Context: an optimization exercise on an open-source flow, tuned for small area and a short achievable clock period. The choices shown serve that exercise and are no tape-out recipe. Function was checked by simulation only, so behaviour that the tests miss may differ from the original. Power figures rest on the tool's default switching activity, not on a simulated workload.

==> design/flow/design.v <==
module cache_tag_check #(
    parameter int  WAYS  = 4,
    parameter int  SETS  = 16,
    parameter int  TAG_W = 20,
    localparam int WAY_W = (WAYS > 1) ? $clog2(WAYS) : 1,
    localparam int IDX_W = $clog2(SETS)
) (
    input  logic             clk,
    input  logic             rst,
    input  logic             lkp_valid,
    input  logic [IDX_W-1:0] lkp_index,
    input  logic [TAG_W-1:0] lkp_tag,
    output logic             lkp_ready,
    output logic             rsp_valid,
    output logic             rsp_hit,
    output logic [WAY_W-1:0] rsp_way,
    input  logic             fill_valid,
    input  logic [IDX_W-1:0] fill_index,
    input  logic [TAG_W-1:0] fill_tag,
    output logic             fill_done,
    output logic [WAY_W-1:0] fill_way,
    input  logic             flush,
    output logic             busy,
    output logic             err
);
    logic                         busy_q;
    logic [IDX_W-1:0]             fcnt_q;
    logic [SETS-1:0][WAYS-1:0]    vld_q;
    logic [SETS-1:0][WAY_W-1:0]   ptr_q;
    logic [TAG_W-1:0]             tag_mem [SETS][WAYS];
    logic                         lkp_acc, fill_acc;
    logic                         l_v_q, f_v_q;
    logic [WAYS-1:0]              l_hitv_q, f_match_q, f_inv_q;
    logic [WAY_W-1:0]             f_ptr_q, f_alt_q;
    logic [IDX_W-1:0]             f_idx_q;
    logic [SETS-1:0]              f_sel_q;   
    logic [TAG_W-1:0]             f_tag_q;
    logic [WAY_W-1:0]             victim;
    logic                         ptr_adv;
    assign lkp_ready = ~busy_q;
    assign busy      = busy_q;
    assign err       = 1'b0;
    assign lkp_acc   = lkp_valid  & ~busy_q & ~flush;
    assign fill_acc  = fill_valid & ~busy_q & ~flush;
    logic [SETS-1:0]              l_seln, f_seln;
    logic [TAG_W-1:0]             l_mm [WAYS];
    logic [TAG_W-1:0]             f_mm [WAYS];
    logic [WAYS-1:0]              l_vrd, f_vrd;
    logic [WAY_W-1:0]             f_prd;
    always_comb begin
        for (int s = 0; s < SETS; s++) begin
            l_seln[s] = (lkp_index != IDX_W'(s));
            f_seln[s] = (fill_index != IDX_W'(s));
        end
        l_vrd = '0;
        f_vrd = '0;
        f_prd = '0;
        for (int s = 0; s < SETS; s++) begin
            l_vrd = l_vrd | ({WAYS{~l_seln[s]}} & vld_q[s]);
            f_vrd = f_vrd | ({WAYS{~f_seln[s]}} & vld_q[s]);
            f_prd = f_prd | ({WAY_W{~f_seln[s]}} & ptr_q[s]);
        end
    end
    for (genvar w = 0; w < WAYS; w++) begin : g_rd
        logic [SETS-1:0] l_wseln, f_wseln;
        ctc_dec #(.IDX_W(IDX_W), .SETS(SETS)) u_ld (.idx(lkp_index), .seln(l_wseln));
        ctc_dec #(.IDX_W(IDX_W), .SETS(SETS)) u_fd (.idx(fill_index), .seln(f_wseln));
        for (genvar b = 0; b < TAG_W; b++) begin : g_bit
            ctc_cmp_bit #(.SETS(SETS)) u_l (
                .seln(l_wseln), .t(lkp_tag[b]), .mm(l_mm[w][b]),
                .d({tag_mem[15][w][b], tag_mem[14][w][b], tag_mem[13][w][b], tag_mem[12][w][b],
                    tag_mem[11][w][b], tag_mem[10][w][b], tag_mem[9][w][b],  tag_mem[8][w][b],
                    tag_mem[7][w][b],  tag_mem[6][w][b],  tag_mem[5][w][b],  tag_mem[4][w][b],
                    tag_mem[3][w][b],  tag_mem[2][w][b],  tag_mem[1][w][b],  tag_mem[0][w][b]}));
            ctc_cmp_bit #(.SETS(SETS)) u_f (
                .seln(f_wseln), .t(fill_tag[b]), .mm(f_mm[w][b]),
                .d({tag_mem[15][w][b], tag_mem[14][w][b], tag_mem[13][w][b], tag_mem[12][w][b],
                    tag_mem[11][w][b], tag_mem[10][w][b], tag_mem[9][w][b],  tag_mem[8][w][b],
                    tag_mem[7][w][b],  tag_mem[6][w][b],  tag_mem[5][w][b],  tag_mem[4][w][b],
                    tag_mem[3][w][b],  tag_mem[2][w][b],  tag_mem[1][w][b],  tag_mem[0][w][b]}));
        end
    end
    logic                         l_byp, f_byp, l_peq, f_peq;
    logic [WAYS-1:0]              l_hitv, f_match, f_inv;
    logic [WAY_W-1:0]             f_ptr, f_alt;
    assign l_byp = f_v_q && (f_idx_q == lkp_index);
    assign f_byp = f_v_q && (f_idx_q == fill_index);
    assign l_peq = (f_tag_q == lkp_tag);
    assign f_peq = (f_tag_q == fill_tag);
    for (genvar w = 0; w < WAYS; w++) begin : g_way
        logic l_pw, f_pw;
        assign l_pw       = l_byp && (victim == WAY_W'(w));
        assign f_pw       = f_byp && (victim == WAY_W'(w));
        logic [TAG_W/2-1:0] l_g, f_g;
        for (genvar k = 0; k < TAG_W / 2; k++) begin : g_grp
            ctc_nor2 u_lg (.a(l_mm[w][2*k]), .b(l_mm[w][2*k+1]), .y(l_g[k]));
            ctc_nor2 u_fg (.a(f_mm[w][2*k]), .b(f_mm[w][2*k+1]), .y(f_g[k]));
        end
        ctc_hit #(.N(TAG_W / 2)) u_lh (.g(l_g), .c(lkp_acc & l_vrd[w] & ~l_pw),
                                       .h(lkp_acc & l_pw & l_peq),
                                       .y(l_hitv[w]));
        ctc_hit #(.N(TAG_W / 2)) u_fh (.g(f_g), .c(f_vrd[w] & ~f_pw), .h(f_pw & f_peq),
                                       .y(f_match[w]));
        assign f_inv[w]   = ~f_pw & ~f_vrd[w];
    end
    assign f_ptr = f_prd + WAY_W'(f_byp & ptr_adv);
    always_comb begin
        f_alt = f_ptr;
        for (int w = WAYS - 1; w >= 0; w--) begin
            if (f_inv[w]) f_alt = WAY_W'(w);
        end
    end
    always_ff @(posedge clk) begin
        if (rst) begin
            l_v_q <= 1'b0;
            f_v_q <= 1'b0;
        end else begin
            l_v_q <= lkp_acc;
            f_v_q <= fill_acc;
        end
        l_hitv_q  <= l_hitv;
        f_match_q <= f_match;
        f_inv_q   <= f_inv;
        f_ptr_q   <= f_ptr;
        f_alt_q   <= f_alt;
        f_idx_q   <= fill_index;
        f_sel_q   <= ~f_seln;
        f_tag_q   <= fill_tag;
    end
    logic [WAY_W-1:0]             hit_way;
    assign hit_way[1] = ~l_hitv_q[0] & ~l_hitv_q[1] & (l_hitv_q[2] | l_hitv_q[3]);
    assign hit_way[0] = ~l_hitv_q[0] & (l_hitv_q[1] | (~l_hitv_q[2] & l_hitv_q[3]));
    assign rsp_valid = l_v_q;
    assign rsp_hit   = |l_hitv_q;
    assign rsp_way   = hit_way;
    always_comb begin
        victim = f_alt_q;
        for (int w = WAYS - 1; w >= 0; w--) begin
            if (f_match_q[w]) victim = WAY_W'(w);
        end
    end
    assign ptr_adv = ~|f_inv_q & ~|f_match_q;
    assign fill_done = f_v_q;
    assign fill_way  = victim;
    always_ff @(posedge clk) begin
        if (rst) begin
            busy_q <= 1'b0;
            fcnt_q <= '0;
        end else if (busy_q) begin
            fcnt_q <= fcnt_q + IDX_W'(1);
            if (fcnt_q == IDX_W'(SETS - 1)) busy_q <= 1'b0;
        end else if (flush) begin
            busy_q <= 1'b1;
        end
    end
    always_ff @(posedge clk) begin
        if (rst) begin
            vld_q <= '0;
            ptr_q <= '0;
        end else begin
            for (int s = 0; s < SETS; s++) begin
                if (f_v_q && f_sel_q[s]) begin
                    vld_q[s][victim] <= 1'b1;
                    if (ptr_adv) ptr_q[s] <= f_ptr_q + WAY_W'(1);
                end
            end
            if (~busy_q & flush) vld_q <= '0;
        end
    end
    always_ff @(posedge clk) begin
        for (int s = 0; s < SETS; s++) begin
            for (int w = 0; w < WAYS; w++) begin
                if (f_v_q && f_sel_q[s] && victim == WAY_W'(w)) tag_mem[s][w] <= f_tag_q;
            end
        end
    end
endmodule
module ctc_dec #(
    parameter int IDX_W = 4,
    parameter int SETS  = 16
) (
    input  logic [IDX_W-1:0] idx,
    output logic [SETS-1:0]  seln
);
    logic [3:0] lo, hi;
    ctc_pre u_lo (.i(idx[1:0]), .y(lo));
    ctc_pre u_hi (.i(idx[3:2]), .y(hi));
    for (genvar s = 0; s < SETS; s++) begin : g_s
        ctc_nand2 u_n (.a(lo[s % 4]), .b(hi[s / 4]), .y(seln[s]));
    end
endmodule
module ctc_pre (input logic [1:0] i, output logic [3:0] y);
    always_comb begin
        for (int j = 0; j < 4; j++) y[j] = (i == 2'(j));
    end
endmodule
module ctc_nand2 (input logic a, b, output logic y);
    assign y = ~(a & b);
endmodule
module ctc_cmp_bit #(
    parameter int SETS = 16
) (
    input  logic [SETS-1:0] seln,
    input  logic [SETS-1:0] d,
    input  logic            t,
    output logic            mm
);
    logic [SETS/2-1:0] o;
    for (genvar k = 0; k < SETS / 2; k++) begin : g_pair
        ctc_o22ai u_o (.a1(d[2*k]), .a2(seln[2*k]), .b1(d[2*k+1]), .b2(seln[2*k+1]), .y(o[k]));
    end
    logic [SETS/4-1:0] a;
    logic              rdn;
    for (genvar j = 0; j < SETS / 4; j++) begin : g_quad
        ctc_nor2 u_a (.a(o[2*j]), .b(o[2*j+1]), .y(a[j]));
    end
    ctc_nand4 u_r (.a(a[0]), .b(a[1]), .c(a[2]), .d(a[3]), .y(rdn));
    ctc_xnor2 u_x (.a(rdn), .b(t), .y(mm));
endmodule
module ctc_o22ai (input logic a1, a2, b1, b2, output logic y);
    assign y = ~((a1 | a2) & (b1 | b2));
endmodule
module ctc_nor2 (input logic a, b, output logic y);
    assign y = ~(a | b);
endmodule
module ctc_nand4 (input logic a, b, c, d, output logic y);
    assign y = ~(a & b & c & d);
endmodule
module ctc_xnor2 (input logic a, b, output logic y);
    assign y = ~(a ^ b);
endmodule
module ctc_hit #(
    parameter int N = 10
) (
    input  logic [N-1:0] g,
    input  logic         c,
    input  logic         h,
    output logic         y
);
    assign y = (&g & c) | h;
endmodule
==> design/flow/run.sh <==
#!/bin/bash
# synth_recipe.tcl (not shown) runs the flow's synth.tcl, then flattens the netlist and writes it again
# the make line also repeats each setting of config.mk as NAME=value (left out here)
make -C /OpenROAD-flow-scripts/flow DESIGN_CONFIG=/design/flow/config.mk WORK_HOME=/design/flow/orfs CLKGATE_MAP_FILE= SYNTH_SCRIPT=/design/flow/synth_recipe.tcl finish
==> design/flow/config.mk <==
export PLATFORM = sky130hd
export DESIGN_NAME = cache_tag_check
export DESIGN_NICKNAME = cache_tag_check
export VERILOG_FILES = /design/flow/design.v
export SDC_FILE = /design/flow/constraint.sdc
export NUM_CORES = 4
export LEC_CHECK = 0
export ABC_CLOCK_PERIOD_IN_PS = 4500
export CAP_MARGIN = 20
export CORE_MARGIN = 2
export CORE_UTILIZATION = 35
export CTS_CLUSTER_DIAMETER = 80
export CTS_CLUSTER_SIZE = 25
export PLACE_DENSITY = 0.75
export SETUP_SLACK_MARGIN = 2.9
export SLEW_MARGIN = 20
export SYNTH_HIERARCHICAL = 1
==> design/flow/constraint.sdc <==
create_clock -name core_clock -period 5.5 [get_ports {clk}]
set_input_delay 1.1000 -clock core_clock [delete_from_list [all_inputs] [get_ports {clk}]]
set_output_delay 1.1000 -clock core_clock [all_outputs]
set_load 0.01 [all_outputs]
==> impl_results.rst, run 1 <==
.. list-table::
   :header-rows: 1

   * - Metric
     - Value
   * - Outcome
     - no timing/DRC/antenna violations
   * - Fraction of power spent switching nets
     - 25.52%
   * - Post-synth EDFFs
     - 1,280
   * - TritonCTS clock tree
     - yes
   * - Height of the die
     - 418.0 um
   * - Detailed router's first-iteration violation count
     - 11.11k
   * - Post-route total power
     - 20.51 mW
   * - Later-pin clock latency in the skew report
     - 0.74 ns
   * - Worst-case headroom to the max-slew limit
     - 26.95%
   * - Standard cell core area
     - 169,800 um2
   * - Unrepaired setup endpoints after global routing
     - true
   * - Leading cell types by count after synthesis
     - sky130_fd_sc_hd__o22ai_1 (1,285), sky130_fd_sc_hd__edfxtp_1 (1,280), sky130_fd_sc_hd__nor2_1 (900), sky130_fd_sc_hd__nand4_1 (185), sky130_fd_sc_hd__xnor2_1 (184)
   * - Sum of negative setup slack
     - 0 ns
   * - Antenna violation net count after detailed routing
     - 0
   * - Number of buffer cells added on primary ports
     - 61
   * - Cell internal power dissipation
     - 15.28 mW
   * - Row count
     - 151
   * - Post-detailed-placement half-perimeter wirelength
     - 143.4 mm
   * - Placed instance area
     - 64,680 um2
   * - Number of optimization iterations in the first detailed-route pass
     - 14
   * - Kind of launch point of the worst setup path
     - input pin
   * - Total length of routed wires
     - 250.6 mm
   * - Root Buffer
     - sky130_fd_sc_hd__clkbuf_16
   * - Most instantiated library cell after synthesis
     - sky130_fd_sc_hd__o22ai_1
   * - Critical setup path kind
     - input pin to register
   * - Endpoint of the worst hold path
     - vld_q[30]
   * - Fin. max-slew vios
     - 0
   * - R2R Setup Slk
     - 2.75 ns
   * - Cells taking the most area after synthesis
     - sky130_fd_sc_hd__edfxtp_1 (64%), sky130_fd_sc_hd__o22ai_1 (13%), sky130_fd_sc_hd__nor2_1 (5.6%)
   * - Number of vias per cell
     - 6.881
   * - Data required time of the critical path
     - 6.12 ns
   * - Portion of total power attributed to sequential cells
     - 58.3%
   * - Yosys reg bits
     - 1,439
   * - Relative contribution of the clock network to total power
     - 30.9%
   * - Fin Clk Skew
     - 0.05199 ns
   * - Number of antenna violations at the first check in global routing
     - 16
   * - Cell total after placement
     - 7,030
   * - Maximum fanout encountered on the critical timing path
     - 14
   * - Worst-case setup slack after placement
     - 0.7917 ns
   * - Fraction of the core area covered by cells at the end of the flow
     - 42.71%
   * - Placer Congestion
     - 1.032
   * - Endpoint class of the critical path
     - register
   * - Syn Nets
     - 4,731
   * - Die footprint
     - 174,700 um2
   * - Synth top area share
     - 64.07%
   * - Hold violation total from the final report
     - 0
   * - WHS Path Cells
     - 1
   * - Number of I/O pins
     - 63
   * - Avg WL per Cell
     - 34.01 um
   * - Cell Area, Synth
     - 59,990 um2
   * - Via count of the first global-routing pass
     - 44.49k
   * - Flip-flop cell with the highest count after synthesis
     - sky130_fd_sc_hd__edfxtp_1
   * - Nets
     - 5,148
   * - Worst ir drop on vdd
     - 206.2 uV
   * - Max Clock Freq
     - 348.6 MHz
   * - Total of endpoints with negative setup slack in the final report
     - 0
   * - Reg-to-reg endpoint
     - l_hitv_q[3]
   * - Fraction of synthesis flops using an asynchronous set or reset pin
     - 0%
   * - CTS H-tree lvls
     - 3
   * - Sequential cell area fraction in the yosys report
     - 69.38%
   * - Global-route wire length before repair
     - 328.9 mm
   * - Via count
     - 50.70k
   * - Area added between synthesis and finish
     - 20.91%
   * - Number of clock buffers inserted by TritonCTS
     - 73
   * - Number of maximum-capacitance constraint violations
     - 0
   * - Final routed DRC violation total
     - 0
   * - Reg2reg path depth
     - 6
   * - Worst min path class
     - register to register
   * - Final worst path period need
     - 2.869 ns
   * - Overall routing resource usage
     - 26.08%
   * - Final worst-path cycle share
     - 52.16%
   * - Post-route cell area
     - 72,540 um2
   * - Tightest hold margin
     - 0.5030 ns
   * - Startpoint of the worst register-to-register path
     - f_match_q[0]
   * - Total of warnings raised by yosys
     - 12
   * - Fraction of layout cells with a size suffix above 1
     - 18.47%
   * - Share of total power in combinational logic
     - 10.8%
   * - Gate count after technology mapping
     - 4,676
   * - Final worst-path setup slack
     - 2.631 ns
   * - Areal power density over the cells
     - 282.7 nW/um2
   * - Buffers from clock root to sink, at most
     - 3
   * - Final std cells w/o fill
     - 7,368
   * - Average cell area after synthesis
     - 12.83 um2
   * - Leftover overflow at the end of global routing
     - 0
   * - Clock transition time at the flip-flop clock pins of the worst setup and hold paths
     - 0.11 ns
   * - Leakage power
     - 22.36 nW
   * - Hold buffer count at CTS
     - 0
   * - Switching power summed over all nets
     - 5.234 mW
   * - Slew of the pin with the lowest slew margin
     - 1.096 ns
   * - Initial cell density of the core
     - 35.32%
   * - Clk sinks
     - 1,439
   * - Post-synth top area cell
     - sky130_fd_sc_hd__edfxtp_1
   * - CP arrival
     - 3.49 ns
   * - Distinct cell type count of the synthesized netlist
     - 70
   * - Largest net degree at the start of global routing
     - 67
   * - Origin of the worst min-delay path
     - vld_q[30]
   * - Die width
     - 418.0 um
[layout make-up]
cell class                 instances  area, um2
clock inverter                    21      290.3
antenna                           13      32.53
timing repair buffer             342       3712
clock buffer                      98       1974
tap                             2218       2775
inverter                          16      63.81
fill                           14790      97310
multi-input combinational       3221      22010
sequential                      1439      41680
[Yosys stat by module, one instance, submodules excluded, a selection]
module           copies in the design  cells
cache_tag_check                     1   2124
ctc_pre                            16      4
ctc_xnor2                         160      1
ctc_nand4                         160      1
ctc_o22ai                        1280      1
ctc_nand2                         128      1
ctc_nor2                          720      1
[layout by cell type (no fill, tap or decap), types with 25 or more instances in the layout]
| cell | instances |
|---|---|
| sky130_fd_sc_hd__edfxtp_1 | 1280 |
| sky130_fd_sc_hd__o22ai_1 | 1253 |
| sky130_fd_sc_hd__nor2_1 | 694 |
| sky130_fd_sc_hd__buf_4 | 206 |
| sky130_fd_sc_hd__nand4_1 | 185 |
| sky130_fd_sc_hd__xnor2_1 | 181 |
| sky130_fd_sc_hd__nor2_2 | 164 |
| sky130_fd_sc_hd__dfxtp_1 | 129 |
| sky130_fd_sc_hd__nand2_8 | 117 |
| sky130_fd_sc_hd__clkbuf_16 | 84 |
| sky130_fd_sc_hd__nand2_4 | 66 |
| sky130_fd_sc_hd__o21a_1 | 64 |
| sky130_fd_sc_hd__buf_12 | 52 |
| sky130_fd_sc_hd__nor3_1 | 50 |
| sky130_fd_sc_hd__nor2_4 | 47 |
| sky130_fd_sc_hd__nand2_1 | 39 |
| sky130_fd_sc_hd__clkdlybuf4s50_1 | 39 |
| sky130_fd_sc_hd__xor2_1 | 29 |
| sky130_fd_sc_hd__o22ai_2 | 27 |
| sky130_fd_sc_hd__mux2i_1 | 25 |
[layer usage]
metal | track usage [%] | routed length [um]
met3 | 9.994 | 44380
met1 | 32.56 | 79490
met4 | 18.39 | 24990
met2 | 37.00 | 101700
met5 | 0 | 23
[critical path: stages]
cell and delay, ns:
sky130_fd_sc_hd__buf_12 0.16, sky130_fd_sc_hd__buf_12 0.17, sky130_fd_sc_hd__and2b_4 0.17, sky130_fd_sc_hd__buf_12 0.16
sky130_fd_sc_hd__nand2_8 0.15, sky130_fd_sc_hd__buf_12 0.13, sky130_fd_sc_hd__o22ai_1 0.08, sky130_fd_sc_hd__nor2_1 0.16
sky130_fd_sc_hd__nand4_1 0.26, sky130_fd_sc_hd__xnor2_1 0.23, sky130_fd_sc_hd__nor2_1 0.17, sky130_fd_sc_hd__nand4_1 0.20
sky130_fd_sc_hd__o31ai_4 0.31
[power by group through the flow]
stage | combinational, mW | sequential (mW) | clock, mW
after CTS | 1.81 | 12.0 | 6.31
final | 2.21 | 12.0 | 6.34
after global routing | 2.21 | 12.0 | 6.68
after global placement | 1.60 | 12.2 | 0
after floorplan | 0.844 | 12.2 | 0
after detailed placement | 1.62 | 12.2 | 0
[registers in the layout, indices dropped and copies added (netlist names), named ones only]
name       flops
busy_q         1
f_alt_q        2
f_idx_q        4
f_inv_q        4
f_match_q      4
f_ptr_q        2
f_sel_q       16
f_tag_q       20
f_v_q          1
fcnt_q         4
l_hitv_q       4
l_v_q          1
ptr_q         32
tag_mem     1280
vld_q         63
[worst max path at each step]
stage / startpoint / endpoint / slack, ns
after CTS: fill_index[3] / f_match_q[0] / 2.57
after detailed placement: fill_index[2] / f_match_q[0] / 0.79
final: lkp_index[1] / l_hitv_q[3] / 2.63
after floorplan: fill_index[0] / f_alt_q[1] / 2.52
after global placement: fill_index[2] / f_match_q[0] / 0.85
after global routing: f_match_q[2] / fill_way[1] / 2.67
[timing repair]
item,4_1_cts,5_1_grt
endpoints found under the setup margin,193,75
gates cloned,16,54
pin swaps,39,117
setup buffers,45,91
resized for setup,380,295
[cell families (layout without fill, tap and decap cells)]
logic type,count (synthesis),count (layout),synth area share (%)
XOR/XNOR,213,213,3.110
adder cells (fa/ha/maj),2,2,0.04171
AND/OR/NAND/NOR,1452,1510,10.70
AO/OA/AOI/OAI,1457,1458,15.48
other,1,14,0.006251
flip-flops,1439,1439,69.38
buffers and inverters,75,477,0.5610
multiplexers,37,37,0.7175
==> run 2, diff against run 1 <==
--- a/design/flow/config.mk
+++ b/design/flow/config.mk
@@ -11,7 +11,7 @@
 export CORE_UTILIZATION = 35
 export CTS_CLUSTER_DIAMETER = 80
 export CTS_CLUSTER_SIZE = 25
-export PLACE_DENSITY = 0.75
-export SETUP_SLACK_MARGIN = 2.9
+export PLACE_DENSITY = 0.85
+export SETUP_SLACK_MARGIN = 2.8
 export SLEW_MARGIN = 20
 export SYNTH_HIERARCHICAL = 1
==> run 2 against run 1 <==
Effect of this change: die area did not move; global-route usage is 0.83 points lower; wire length decreased by 5.2%; largest power group unchanged.
==> impl_results.rst, run 2 <==
.. list-table::
   :header-rows: 1

   * - Metric
     - Value
   * - Slowest-stage cell, CP
     - sky130_fd_sc_hd__nor2_1
   * - Clock transition time at the flip-flop clock pins of the worst setup and hold paths
     - 0.09 ns
   * - Yosys reg bits
     - 1,439
   * - Final std cells w/o fill
     - 7,272
   * - Maximum fanout encountered on the critical timing path
     - 34
   * - Leading cell types by count after synthesis
     - sky130_fd_sc_hd__o22ai_1 (1,285), sky130_fd_sc_hd__edfxtp_1 (1,280), sky130_fd_sc_hd__nor2_1 (900), sky130_fd_sc_hd__nand4_1 (185), sky130_fd_sc_hd__xnor2_1 (184)
   * - Leakage power
     - 21.80 nW
   * - Die footprint
     - 174,700 um2
   * - Areal power density over the cells
     - 289.6 nW/um2
   * - Flip-flop cell with the highest count after synthesis
     - sky130_fd_sc_hd__edfxtp_1
   * - Endpoint class of the critical path
     - register
   * - Worst min path class
     - register to register
   * - Worst ir drop on vdd
     - 237.1 uV
   * - Average cell area after synthesis
     - 12.83 um2
   * - Number of buffer cells added on primary ports
     - 61
   * - Most instantiated library cell after synthesis
     - sky130_fd_sc_hd__o22ai_1
   * - Number of antenna violations at the first check in global routing
     - 19
   * - Cell Area, Synth
     - 59,990 um2
   * - Overall routing resource usage
     - 25.25%
   * - Hold violation total from the final report
     - 0
   * - Top flop regs
     - tag_mem: 1280 flops, vld_q: 63 flops, ptr_q: 32 flops
   * - Number of optimization iterations in the first detailed-route pass
     - 17
   * - Largest net degree at the start of global routing
     - 66
   * - Unrepaired setup endpoints after global routing
     - true
   * - Syn Nets
     - 4,731
   * - Total of endpoints with negative setup slack in the final report
     - 0
   * - Initial cell density of the core
     - 35.32%
   * - Peak per-stage delay on the critical path
     - 0.51 ns
   * - Leading cell type in the layout, fill and taps excluded
     - sky130_fd_sc_hd__o22ai_1
   * - Height of the die
     - 418.0 um
   * - Number of I/O pins
     - 63
   * - Fraction of the core area covered by cells at the end of the flow
     - 41.16%
   * - Final worst path period need
     - 3.125 ns
   * - Fraction of layout cells with a size suffix above 1
     - 15.08%
   * - Fin. max-slew vios
     - 0
   * - Cells taking the most area after synthesis
     - sky130_fd_sc_hd__edfxtp_1 (64%), sky130_fd_sc_hd__o22ai_1 (13%), sky130_fd_sc_hd__nor2_1 (5.6%)
   * - Ordered cell list for the critical path
     - buf_16 > nor2b_4 > buf_12 > buf_12 > nand2_4 > o22ai_1 > nor2_1 > nand4_1 > xnor2_1 > nor2_1 > nand4_1 > o31ai_2
   * - Leftover overflow at the end of global routing
     - 0
   * - Fraction of synthesis flops using an asynchronous set or reset pin
     - 0%
   * - Antenna violation net count after detailed routing
     - 0
   * - Worst-case setup slack after placement
     - 0.8427 ns
   * - Via count
     - 50.10k
   * - TritonCTS clock tree
     - yes
   * - Final routed DRC violation total
     - 0
   * - Later-pin clock latency in the skew report
     - 0.71 ns
   * - Outcome
     - no timing/DRC/antenna violations
   * - Post-detailed-placement half-perimeter wirelength
     - 143.2 mm
   * - Critical setup path kind
     - input pin to register
   * - Avg WL per Cell
     - 32.66 um
   * - Buffers from clock root to sink, at most
     - 3
   * - Max Clock Freq
     - 320.0 MHz
   * - CP arrival
     - 3.73 ns
   * - Number of vias per cell
     - 6.890
   * - Sum of negative setup slack
     - 0 ns
   * - Number of maximum-capacitance constraint violations
     - 0
   * - Startpoint of the worst register-to-register path
     - f_tag_q[19]
   * - Row count
     - 151
   * - Number of clock buffers inserted by TritonCTS
     - 73
   * - Distinct cell type count of the synthesized netlist
     - 70
   * - Register name with the most flops
     - tag_mem
   * - Total of warnings raised by yosys
     - 12
   * - Post-synth EDFFs
     - 1,280
   * - Kind of launch point of the worst setup path
     - input pin
   * - Slew of the pin with the lowest slew margin
     - 1.094 ns
   * - Clk sinks
     - 1,439
   * - Area added between synthesis and finish
     - 16.53%
   * - Cell total after placement
     - 7,059
   * - Worst-case headroom to the max-slew limit
     - 26.89%
   * - Post-synth top area cell
     - sky130_fd_sc_hd__edfxtp_1
   * - Final worst-path cycle share
     - 56.81%
   * - Final worst-path setup slack
     - 2.375 ns
   * - Fin Clk Skew
     - 0.04333 ns
   * - Hold buffer count at CTS
     - 0
   * - Synth top area share
     - 64.07%
   * - Gate count after technology mapping
     - 4,676
   * - Sequential cell area fraction in the yosys report
     - 69.38%
   * - Total length of routed wires
     - 237.5 mm
   * - Via count of the first global-routing pass
     - 44.54k
   * - Commonest cells after routing, fill and taps aside
     - sky130_fd_sc_hd__o22ai_1 (1,281), sky130_fd_sc_hd__edfxtp_1 (1,280), sky130_fd_sc_hd__nor2_1 (747)
   * - Detailed router's first-iteration violation count
     - 11.32k
   * - Standard cell core area
     - 169,800 um2
   * - Root Buffer
     - sky130_fd_sc_hd__clkbuf_16
   * - Die width
     - 418.0 um
   * - Nets
     - 5,036
   * - CTS H-tree lvls
     - 3
   * - Placer Congestion
     - 1.049
   * - Origin of the worst min-delay path
     - busy_q
   * - Data required time of the critical path
     - 6.10 ns
   * - Global-route wire length before repair
     - 320.3 mm
   * - Flip-flop count of the largest register after layout
     - 1,280
   * - Worst setup path start
     - lkp_index[1]
-- run 2: cell counts after synthesis --
Identical to the previous run, type by type.
-- run 2: final timing paths --
check	to	slack, ns	depth (start not counted)
hold reg to reg	f_v_q	0.50	1
setup / recovery	l_hitv_q[2]	2.38	12
hold / removal	f_v_q	0.50	1
setup reg to reg	f_match_q[1]	2.72	7
-- run 2: worst max-delay path: cells and delay by family --
family          cells  cell delay, ns
compound gates      2            0.53
xor+xnor            1            0.18
buf+inv             3            0.52
simple gates        6            1.38
-- run 2: layout make-up --
type,count,area (um2)
Antenna cell,13,32.53
Clock buffer,112,2006
Clock inverter,23,272.8
Fill cell,14870,99940
Inverter,16,60.06
Multi-Input combinational cell,3175,20500
Sequential cell,1439,41680
Tap cell,2218,2775
Timing Repair Buffer,276,2574
-- run 2: cell families (layout without fill, tap and decap cells) --
family / Yosys count / in the layout / synth area share [%]
other: 1 / 14 / 0.006251
multiplexers: 37 / 37 / 0.7175
flip-flops: 1439 / 1439 / 69.38
AND/OR/NAND/NOR: 1452 / 1465 / 10.70
XOR/XNOR: 213 / 213 / 3.110
adder cells (fa/ha/maj): 2 / 2 / 0.04171
buffers and inverters: 75 / 427 / 0.5610
AO/OA/AOI/OAI: 1457 / 1457 / 15.48
-- run 2: power by group --
part	switching, mW	internal [mW]	leakage [nW]
logic	1.37	0.599	7.91
registers	0.0741	11.9	12.8
clock network	3.67	2.65	1.09
-- run 2: repair_timing --
action	in CTS	in global routing
setup endpoints to repair	95	54
pin swaps	12	41
gates resized for setup	385	226
setup buffers	5	44
gates cloned	1	15
-- run 2: modules after synthesis (local to each module, per instance), a selection --
module           cell area, um2  flip-flops and latches  times used  cells
cache_tag_check           45750                    1439           1   2124
ctc_pre                   26.28                       0          16      4
ctc_xnor2                 8.758                       0         160      1
ctc_nand4                 6.256                       0         160      1
ctc_o22ai                 6.256                       0        1280      1
ctc_nand2                 3.754                       0         128      1
ctc_nor2                  3.754                       0         720      1
-- run 2: per-stage QoR --
stage                     instance area (um2)  power, mW  hold WS (ns)
final                                   69910      20.24        0.5006
after detailed placement                64590      13.80        0.4750
after global placement                  64520      13.76        0.4707
after CTS                               68160      19.88        0.5003
after floorplan                         60070      13.05        0.4504
after global routing                    69890      20.56        0.5188
-- run 2: per-layer routing --
| metal | up-vias | GRT usage [%] | wire (um) |
|---|---|---|---|
| li1 | 19530 | - | - |
| met1 | 23920 | 30.84 | 74010 |
| met2 | 5388 | 36.25 | 96850 |
| met3 | 1237 | 10.54 | 43950 |
| met4 | 22 | 17.12 | 22210 |
| met5 | - | 0 | 510 |
==> run 3, diff against run 2 <==
--- a/design/flow/design.v
+++ b/design/flow/design.v
@@ -82,6 +82,8 @@
     end
     logic                         l_byp, f_byp, l_peq, f_peq;
     logic [WAYS-1:0]              l_hitv, f_match, f_inv;
+    logic                         l_take;    
+    assign l_take = lkp_acc & ~rst;
     logic [WAY_W-1:0]             f_ptr, f_alt;
     assign l_byp = f_v_q && (f_idx_q == lkp_index);
     assign f_byp = f_v_q && (f_idx_q == fill_index);
@@ -96,8 +98,8 @@
             ctc_nor2 u_lg (.a(l_mm[w][2*k]), .b(l_mm[w][2*k+1]), .y(l_g[k]));
             ctc_nor2 u_fg (.a(f_mm[w][2*k]), .b(f_mm[w][2*k+1]), .y(f_g[k]));
         end
-        ctc_hit #(.N(TAG_W / 2)) u_lh (.g(l_g), .c(lkp_acc & l_vrd[w] & ~l_pw),
-                                       .h(lkp_acc & l_pw & l_peq),
+        ctc_hit #(.N(TAG_W / 2)) u_lh (.g(l_g), .c(l_take & l_vrd[w] & ~l_pw),
+                                       .h(l_take & l_pw & l_peq),
                                        .y(l_hitv[w]));
         ctc_hit #(.N(TAG_W / 2)) u_fh (.g(f_g), .c(f_vrd[w] & ~f_pw), .h(f_pw & f_peq),
                                        .y(f_match[w]));
--- a/design/flow/config.mk
+++ b/design/flow/config.mk
@@ -11,7 +11,7 @@
 export CORE_UTILIZATION = 35
 export CTS_CLUSTER_DIAMETER = 80
 export CTS_CLUSTER_SIZE = 25
-export PLACE_DENSITY = 0.85
-export SETUP_SLACK_MARGIN = 2.8
+export PLACE_DENSITY = 0.75
+export SETUP_SLACK_MARGIN = 2.9
 export SLEW_MARGIN = 20
 export SYNTH_HIERARCHICAL = 1
==> run 3 against run 2 <==
Effect of this change: register-to-register slack better by 0.06 ns; cell area up 1.2%; global-route usage up 0.55 points; clock-buffer cell count down 1; sequential power about the same; critical path type is now register to primary output; synthesized cell count down 0.11%; total power up 0.65%; clock skew down 0.0049 ns; largest cell class unchanged; core utilization up 0.55 points; final cell count up 0.32%.
==> impl_results.rst, run 3 <==
.. list-table::
   :header-rows: 1

   * - Metric
     - Value
   * - Outcome
     - no timing/DRC/antenna violations
   * - Kind of launch point of the worst setup path
     - register
   * - Cell internal power dissipation
     - 15.29 mW
   * - Endpoint of the worst hold path
     - busy_q
   * - Cells taking the most area after synthesis
     - sky130_fd_sc_hd__edfxtp_1 (64%), sky130_fd_sc_hd__o22ai_1 (13%), sky130_fd_sc_hd__nor2_1 (5.6%)
   * - Placer Congestion
     - 1.036
   * - Worst ir drop on vdd
     - 304.6 uV
   * - Yosys reg bits
     - 1,439
   * - Worst min path class
     - register to register
   * - Unrepaired setup endpoints after global routing
     - true
   * - Initial cell density of the core
     - 35.33%
   * - Number of I/O pins
     - 63
   * - Gate count after technology mapping
     - 4,671
   * - Number of optimization iterations in the first detailed-route pass
     - 8
   * - Avg WL per Cell
     - 32.95 um
   * - Post-detailed-placement half-perimeter wirelength
     - 146.3 mm
   * - Max Clock Freq
     - 345.6 MHz
   * - Share of total power in combinational logic
     - 10.1%
   * - Via count of the first global-routing pass
     - 44.28k
   * - Endpoint class of the critical path
     - primary output
   * - CP arrival
     - 1.79 ns
   * - Leakage power
     - 21.77 nW
   * - Reg2reg path depth
     - 8
   * - Syn Nets
     - 4,726
   * - Number of antenna violations at the first check in global routing
     - 11
   * - Final worst path period need
     - 2.893 ns
   * - Antenna violation net count after detailed routing
     - 0
   * - Leftover overflow at the end of global routing
     - 0
   * - Total of endpoints with negative setup slack in the final report
     - 0
   * - Leading cell type in the layout, fill and taps excluded
     - sky130_fd_sc_hd__edfxtp_1
   * - Detailed router's first-iteration violation count
     - 9,631
   * - Standard cell core area
     - 169,700 um2
   * - Fin Clk Skew
     - 0.03841 ns
   * - Overall routing resource usage
     - 25.79%
   * - Slew of the pin with the lowest slew margin
     - 1.004 ns
   * - Register name with the most flops
     - tag_mem
   * - Data required time of the critical path
     - 4.40 ns
   * - Critical setup path kind
     - register to primary output
   * - Leading cell types by count after synthesis
     - sky130_fd_sc_hd__o22ai_1 (1,285), sky130_fd_sc_hd__edfxtp_1 (1,280), sky130_fd_sc_hd__nor2_1 (902), sky130_fd_sc_hd__nand4_1 (184), sky130_fd_sc_hd__xnor2_1 (179)
   * - WHS Path Cells
     - 1
   * - Sum of negative setup slack
     - 0 ns
   * - Maximum fanout encountered on the critical timing path
     - 4
   * - R2R Setup Slk
     - 2.78 ns
   * - Startpoint of the worst register-to-register path
     - f_match_q[3]
   * - Nets
     - 5,063
   * - Origin of the worst min-delay path
     - fcnt_q[3]
   * - Height of the die
     - 417.8 um
   * - Fraction of layout cells with a size suffix above 1
     - 15.99%
   * - Reg-to-reg endpoint
     - l_hitv_q[1]
   * - Areal power density over the cells
     - 288.0 nW/um2
   * - Top flop regs
     - tag_mem: 1280 flops, vld_q: 63 flops, ptr_q: 32 flops
   * - Buffers from clock root to sink, at most
     - 3
   * - Most instantiated library cell after synthesis
     - sky130_fd_sc_hd__o22ai_1
   * - Area added between synthesis and finish
     - 18.06%
   * - Global-route wire length before repair
     - 324.5 mm
   * - Commonest cells after routing, fill and taps aside
     - sky130_fd_sc_hd__edfxtp_1 (1,280), sky130_fd_sc_hd__o22ai_1 (1,278), sky130_fd_sc_hd__nor2_1 (752)
   * - Final worst-path cycle share
     - 52.60%
   * - Die width
     - 417.8 um
   * - Hold violation total from the final report
     - 0
   * - Post-synth EDFFs
     - 1,280
   * - CTS H-tree lvls
     - 3
   * - Number of buffer cells added on primary ports
     - 61
   * - TritonCTS clock tree
     - yes
   * - Clock transition time at the flip-flop clock pins of the worst setup and hold paths
     - 0.10 ns
   * - Number of vias per cell
     - 6.753
   * - Largest net degree at the start of global routing
     - 66
   * - Root Buffer
     - sky130_fd_sc_hd__clkbuf_16
   * - Flip-flop cell with the highest count after synthesis
     - sky130_fd_sc_hd__edfxtp_1
   * - Fin. max-slew vios
     - 0
   * - Fraction of synthesis flops using an asynchronous set or reset pin
     - 0%
   * - Final routed DRC violation total
     - 0
   * - Die footprint
     - 174,600 um2
   * - Cell Area, Synth
     - 59,930 um2
   * - Number of maximum-capacitance constraint violations
     - 0
   * - Fraction of the core area covered by cells at the end of the flow
     - 41.71%
   * - Total length of routed wires
     - 240.4 mm
   * - Row count
     - 151
   * - Fraction of power spent switching nets
     - 24.94%
   * - Sequential cell area fraction in the yosys report
     - 69.44%
   * - Clk sinks
     - 1,439
   * - Later-pin clock latency in the skew report
     - 0.73 ns
   * - Number of clock buffers inserted by TritonCTS
     - 71
   * - Via count
     - 49.26k
   * - Synth top area share
     - 64.13%
   * - Average cell area after synthesis
     - 12.83 um2
   * - Switching power summed over all nets
     - 5.082 mW
   * - Hold buffer count at CTS
     - 0
   * - Total of warnings raised by yosys
     - 12
   * - Relative contribution of the clock network to total power
     - 31.2%
   * - Tightest hold margin
     - 0.4850 ns
   * - Ordered cell list for the critical path
     - nor2_4 > nor2_2 > nor2_2 > nor2_4 > buf_6
   * - Worst-case headroom to the max-slew limit
     - 32.93%
   * - Slowest-stage cell, CP
     - sky130_fd_sc_hd__dfxtp_4
   * - Portion of total power attributed to sequential cells
     - 58.7%
   * - Flip-flop count of the largest register after layout
     - 1,280
   * - Distinct cell type count of the synthesized netlist
     - 67
   * - Peak per-stage delay on the critical path
     - 0.49 ns
   * - Post-synth top area cell
     - sky130_fd_sc_hd__edfxtp_1
run 3: worst max-delay path by stage:
stage                  start          end  cells after the start  slack, ns
2_1_floorplan  fill_index[1]   f_alt_q[1]                      9       2.54
3_3_place_gp      lkp_tag[1]  l_hitv_q[0]                      8       0.83
3_5_place_dp      lkp_tag[1]  l_hitv_q[0]                      8       0.84
4_1_cts         f_match_q[3]  fill_way[1]                      3       2.61
5_1_grt         f_match_q[3]  fill_way[0]                      5       2.61
6_report        f_match_q[3]  fill_way[0]                      5       2.61
run 3: repair_timing:
| action | CTS | global route |
|---|---|---|
| cloned | 5 | 15 |
| endpoints found under the setup margin | 321 | 77 |
| buffers inserted | 31 | 70 |
| gates resized for setup | 478 | 147 |
| pin swaps | 26 | 48 |
run 3: modules after synthesis, one instance, submodules excluded, excerpt:
| module | flops+latches | times used |
|---|---|---|
| ctc_nor2 | 0 | 720 |
| ctc_nand2 | 0 | 128 |
| cache_tag_check | 1439 | 1 |
| ctc_xnor2 | 0 | 160 |
| ctc_o22ai | 0 | 1280 |
| ctc_nand4 | 0 | 160 |
| ctc_pre | 0 | 16 |
run 3: cell families (layout without fill, tap and decap cells):
family                     count (synthesis)  after routing  synth area share [%]
AOI/OAI and AO/OA                       1468           1468                 15.65
xor gates and xnor gates                 213            213                 3.113
adders and majority gates                  2              2               0.04175
buffers and inverters                     78            455                0.5679
DFF                                     1439           1439                 69.44
muxes                                     29             29                0.5678
other                                      1             12              0.006257
and+or+nand+nor                         1441           1459                 10.61
run 3: cell type report:
class	count	area (um2)
well taps	2218	2775
clock inverters	20	245.2
repair buffers	305	2922
inverters	19	75.07
diodes	11	27.53
fillers	15080	98900
flip-flops and latches	1439	41690
clock buffers	111	2022
multi-input cells	3172	21000
run 3: power groups by stage:
stage / logic (mW) / registers [mW] / clock network [mW]
finish: 2.06 / 12.0 / 6.36
global route: 2.08 / 12.0 / 6.71
CTS: 1.81 / 12.0 / 6.33
detailed placement: 1.63 / 12.2 / 0
global placement: 1.61 / 12.2 / 0
floorplan: 0.849 / 12.2 / 0
run 3: through the flow:
stage	power [mW]	cells	setup slack, ns	area, um2
after global placement	13.82	7031	0.8340	64620
after floorplan	13.08	4671	2.544	60330
after CTS	20.11	7199	2.611	69240
after global routing	20.75	7284	2.609	70730
final	20.38	7295	2.607	70760
after detailed placement	13.85	7032	0.8365	64650
run 3: metal layers:
layer | global-route usage [%] | routed length, um
met1 | 32.34 | 80660
met2 | 37.63 | 100800
met3 | 9.466 | 39610
met4 | 16.09 | 19140
met5 | 0.8058 | 164
run 3: worst max-delay path: cells and delay by family, from the launching register on:
kind	cells	cell delay (ns)
buffers and inverters	1	0.14
AND/OR/NAND/NOR	4	0.45
flip-flops	1	0.49
==> run 4, diff against run 3 <==
--- a/design/flow/config.mk
+++ b/design/flow/config.mk
@@ -9,8 +9,8 @@
 export CAP_MARGIN = 20
 export CORE_MARGIN = 2
 export CORE_UTILIZATION = 35
-export CTS_CLUSTER_DIAMETER = 80
-export CTS_CLUSTER_SIZE = 25
+export CTS_CLUSTER_DIAMETER = 100
+export CTS_CLUSTER_SIZE = 20
 export PLACE_DENSITY = 0.75
 export SETUP_SLACK_MARGIN = 2.9
 export SLEW_MARGIN = 20
==> run 4 against run 3 <==
Effect of this change: die area unchanged; clock power increased by 1%; critical path depth increased by 3; clock-buffer cell count increased by 33; still clean; clock skew increased by 0.0011 ns.
==> impl_results.rst, run 4 <==
.. list-table::
   :header-rows: 1

   * - Metric
     - Value
   * - Leftover overflow at the end of global routing
     - 0
   * - CP arrival
     - 3.48 ns
   * - Fin. max-slew vios
     - 0
   * - Avg WL per Cell
     - 33.08 um
   * - WHS Path Cells
     - 1
   * - Detailed router's first-iteration violation count
     - 10.15k
   * - Top flop regs
     - tag_mem: 1280 flops, vld_q: 63 flops, ptr_q: 32 flops
   * - Endpoint class of the critical path
     - register
   * - Fraction of synthesis flops using an asynchronous set or reset pin
     - 0%
   * - Share of total power in combinational logic
     - 10.1%
   * - TritonCTS clock tree
     - yes
   * - Gate count after technology mapping
     - 4,671
   * - Final worst-path cycle share
     - 52.00%
   * - Fraction of power spent switching nets
     - 24.88%
   * - Endpoint of the worst hold path
     - busy_q
   * - Total length of routed wires
     - 242.0 mm
   * - Syn Nets
     - 4,726
   * - Switching power summed over all nets
     - 5.096 mW
   * - Worst min path class
     - register to register
   * - Max Clock Freq
     - 349.7 MHz
   * - Post-route total power
     - 20.48 mW
   * - Worst setup path start
     - f_match_q[3]
   * - Post-synth EDFFs
     - 1,280
   * - Unrepaired setup endpoints after global routing
     - true
   * - CTS H-tree lvls
     - 3
   * - Buffers from clock root to sink, at most
     - 3
   * - Worst ir drop on vdd
     - 234.0 uV
   * - Row count
     - 151
   * - Cell total after placement
     - 7,032
   * - Hold violation total from the final report
     - 0
   * - Flip-flop count of the largest register after layout
     - 1,280
   * - Post-synth top area cell
     - sky130_fd_sc_hd__edfxtp_1
   * - Startpoint of the worst register-to-register path
     - f_match_q[3]
   * - Relative contribution of the clock network to total power
     - 31.5%
   * - Clk sinks
     - 1,439
   * - Number of buffer cells added on primary ports
     - 61
   * - Worst-case headroom to the max-slew limit
     - 33.25%
   * - Yosys reg bits
     - 1,439
   * - Final std cells w/o fill
     - 7,317
   * - Final worst path period need
     - 2.860 ns
   * - Antenna violation net count after detailed routing
     - 0
   * - Via count of the first global-routing pass
     - 44.16k
   * - Number of clock buffers inserted by TritonCTS
     - 81
   * - Register name with the most flops
     - tag_mem
   * - Commonest cells after routing, fill and taps aside
     - sky130_fd_sc_hd__edfxtp_1 (1,280), sky130_fd_sc_hd__o22ai_1 (1,278), sky130_fd_sc_hd__nor2_1 (747)
   * - Sum of negative setup slack
     - 0 ns
   * - Fin Clk Skew
     - 0.03953 ns
   * - Leading cell types by count after synthesis
     - sky130_fd_sc_hd__o22ai_1 (1,285), sky130_fd_sc_hd__edfxtp_1 (1,280), sky130_fd_sc_hd__nor2_1 (902), sky130_fd_sc_hd__nand4_1 (184), sky130_fd_sc_hd__xnor2_1 (179)
   * - Kind of launch point of the worst setup path
     - register
   * - Cells taking the most area after synthesis
     - sky130_fd_sc_hd__edfxtp_1 (64%), sky130_fd_sc_hd__o22ai_1 (13%), sky130_fd_sc_hd__nor2_1 (5.6%)
   * - Initial cell density of the core
     - 35.33%
   * - Average cell area after synthesis
     - 12.83 um2
   * - Critical setup path kind
     - register to register
   * - Area added between synthesis and finish
     - 18.28%
   * - Final routed DRC violation total
     - 0
   * - Cell internal power dissipation
     - 15.38 mW
   * - Number of I/O pins
     - 63
   * - Root Buffer
     - sky130_fd_sc_hd__clkbuf_16
   * - Leakage power
     - 21.75 nW
   * - Number of vias per cell
     - 6.786
   * - Post-detailed-placement half-perimeter wirelength
     - 146.3 mm
   * - Sequential cell area fraction in the yosys report
     - 69.44%
   * - Fraction of layout cells with a size suffix above 1
     - 15.81%
   * - Areal power density over the cells
     - 288.9 nW/um2
   * - Reg-to-reg endpoint
     - l_hitv_q[1]
   * - Maximum fanout encountered on the critical timing path
     - 23
   * - Die width
     - 417.8 um
   * - Slew of the pin with the lowest slew margin
     - 0.9989 ns
   * - Portion of total power attributed to sequential cells
     - 58.4%
   * - Outcome
     - no timing/DRC/antenna violations
   * - Largest net degree at the start of global routing
     - 66
   * - Total of endpoints with negative setup slack in the final report
     - 0
   * - Number of optimization iterations in the first detailed-route pass
     - 12
   * - Placer Congestion
     - 1.036
   * - R2R Setup Slk
     - 2.64 ns
   * - Number of maximum-capacitance constraint violations
     - 0
   * - Flip-flop cell with the highest count after synthesis
     - sky130_fd_sc_hd__edfxtp_1
   * - Reg2reg path depth
     - 8
   * - Leading cell type in the layout, fill and taps excluded
     - sky130_fd_sc_hd__edfxtp_1
   * - Data required time of the critical path
     - 6.12 ns
   * - Distinct cell type count of the synthesized netlist
     - 67
   * - Global-route wire length before repair
     - 323.9 mm
   * - Cell Area, Synth
     - 59,930 um2
   * - Standard cell core area
     - 169,700 um2
   * - Clock transition time at the flip-flop clock pins of the worst setup and hold paths
     - 0.09 ns
   * - Synth top area share
     - 64.13%
   * - Hold buffer count at CTS
     - 0
   * - Most instantiated library cell after synthesis
     - sky130_fd_sc_hd__o22ai_1
   * - Origin of the worst min-delay path
     - fcnt_q[3]
   * - Number of antenna violations at the first check in global routing
     - 13
   * - Total of warnings raised by yosys
     - 12
   * - Height of the die
     - 417.8 um
   * - Die footprint
     - 174,600 um2
   * - Later-pin clock latency in the skew report
     - 0.74 ns
   * - Overall routing resource usage
     - 25.65%
   * - Nets
     - 5,068
   * - Via count
     - 49.66k
==> run 4: changes by cell type in the layout (fill, tap and decap cells not counted), sizes merged <==
cell,previous run,this run
clkbuf,119,152
buf,258,250
diode,11,19
inv,29,23
bufinv,4,0
nand2,183,187
clkinv,3,1
clkinvlp,3,1
clkdlybuf4s15,7,6
==> run 4: modules after synthesis, one instance, submodules excluded, a selection <==
module / area, um2 / cells inside / times used
cache_tag_check: 45690 / 2119 / 1
ctc_nand2: 3.754 / 1 / 128
ctc_nand4: 6.256 / 1 / 160
ctc_nor2: 3.754 / 1 / 720
ctc_o22ai: 6.256 / 1 / 1280
ctc_pre: 26.28 / 4 / 16
ctc_xnor2: 8.758 / 1 / 160
==> run 4: per-stage QoR <==
step | util (%) | area (um2) | hold slack, ns | setup WS, ns
after floorplan | - | 60330 | 0.4490 | 2.544
after global placement | 38.09 | 64620 | 0.4692 | 0.8340
after detailed placement | 38.11 | 64650 | 0.4769 | 0.8365
after CTS | 40.78 | 69180 | 0.4822 | 2.621
after global routing | 41.76 | 70850 | 0.5075 | 2.606
final | 41.78 | 70890 | 0.4842 | 2.640
==> run 4: routing by layer <==
metal | wire (um) | global-route usage, % | vias up | share of wire [%]
met3 | 40380 | 9.270 | 1011 | 17
met5 | 446 | 0.7224 | - | 0.18
li1 | - | - | 19640 | -
met1 | 80790 | 32.17 | 24210 | 33
met4 | 18710 | 15.74 | 14 | 7.7
met2 | 101700 | 37.65 | 4789 | 42
==> run 4: kinds of logic after synthesis <==
kind of cell,Yosys count,share of synthesized area [%]
compound gates,1468,15.65
xor+xnor,213,3.113
fa+ha+maj,2,0.04175
buf+inv,78,0.5679
flops,1439,69.44
mux,29,0.5678
other cells,1,0.006257
simple gates,1441,10.61
==> run 4: power groups by stage <==
| stage | registers, mW | logic [mW] | clock network (mW) |
|---|---|---|---|
| after floorplan | 12.2 | 0.849 | 0 |
| after global routing | 12.0 | 2.08 | 6.80 |
| after global placement | 12.2 | 1.61 | 0 |
| after CTS | 12.0 | 1.80 | 6.42 |
| final | 12.0 | 2.06 | 6.45 |
| after detailed placement | 12.2 | 1.63 | 0 |
==> run 4: what timing repair did <==
| item | in CTS | in global routing |
|---|---|---|
| setup buffers | 21 | 71 |
| resized for setup | 475 | 162 |
| endpoints found under the setup margin | 308 | 72 |
| pin swaps | 15 | 66 |
| gates cloned | 0 | 24 |
==> run 4: how the worst max path moves through the flow <==
stage	end	slack, ns	cells past startpoint
5_1_grt	fill_way[0]	2.61	5
2_1_floorplan	f_alt_q[1]	2.54	9
4_1_cts	fill_way[1]	2.62	3
3_3_place_gp	l_hitv_q[0]	0.83	8
3_5_place_dp	l_hitv_q[0]	0.84	8
6_report	l_hitv_q[1]	2.64	8
==> run 4: critical path: stages (launching register included) <==
cell and delay (ns):
sky130_fd_sc_hd__dfxtp_4 0.48, sky130_fd_sc_hd__nor3_4 0.07, sky130_fd_sc_hd__buf_4 0.14, sky130_fd_sc_hd__a21oi_1 0.16
sky130_fd_sc_hd__or2_2 0.76, sky130_fd_sc_hd__o21ai_0 0.23, sky130_fd_sc_hd__a21oi_1 0.41, sky130_fd_sc_hd__nand3_1 0.17
sky130_fd_sc_hd__o31ai_2 0.34
==> run 4: cell type report <==
| cell class | count | area (um2) |
|---|---|---|
| Fill cell | 15070 | 98770 |
| Sequential cell | 1439 | 41680 |
| Multi-Input combinational cell | 3176 | 21090 |
| Timing Repair Buffer | 296 | 2861 |
| Tap cell | 2218 | 2775 |
| Clock buffer | 144 | 2285 |
| Inverter | 19 | 75.07 |
| Clock inverter | 6 | 71.32 |
| Antenna cell | 19 | 47.55 |

separate check: timing with driven ports:
The flow's constraints put no driver on any port. The routed layouts listed below were extracted and timed again, unchanged, in two steps. Step 1: set_driving_cell puts a clkbuf_16 on clk and a buf_2 on each other input, an assumption about the parent block. Step 2 also shifts input and output timing later by t, the mid clock arrival at the registers, as if the neighbouring blocks saw the same clock. Three values: ideal, step 1, step 2; two values: the first two.
run	t, ns	slack for setup (ns)	worst setup path after step 2
run 1	0.811	2.631 / 2.478 / 1.667	input to register
run 2	0.773	2.375 / 2.223 / 1.450	input to register
run 3	0.785	2.607 / 2.528 / 1.877	input to register
run 4	0.794	2.640 / 2.570 / 1.860	input to register
After both steps setup and hold are still met in every run listed. For run 1, which loses most, drivers alone change the setup slack by -0.153 ns; drivers and shift together by -0.964 ns.
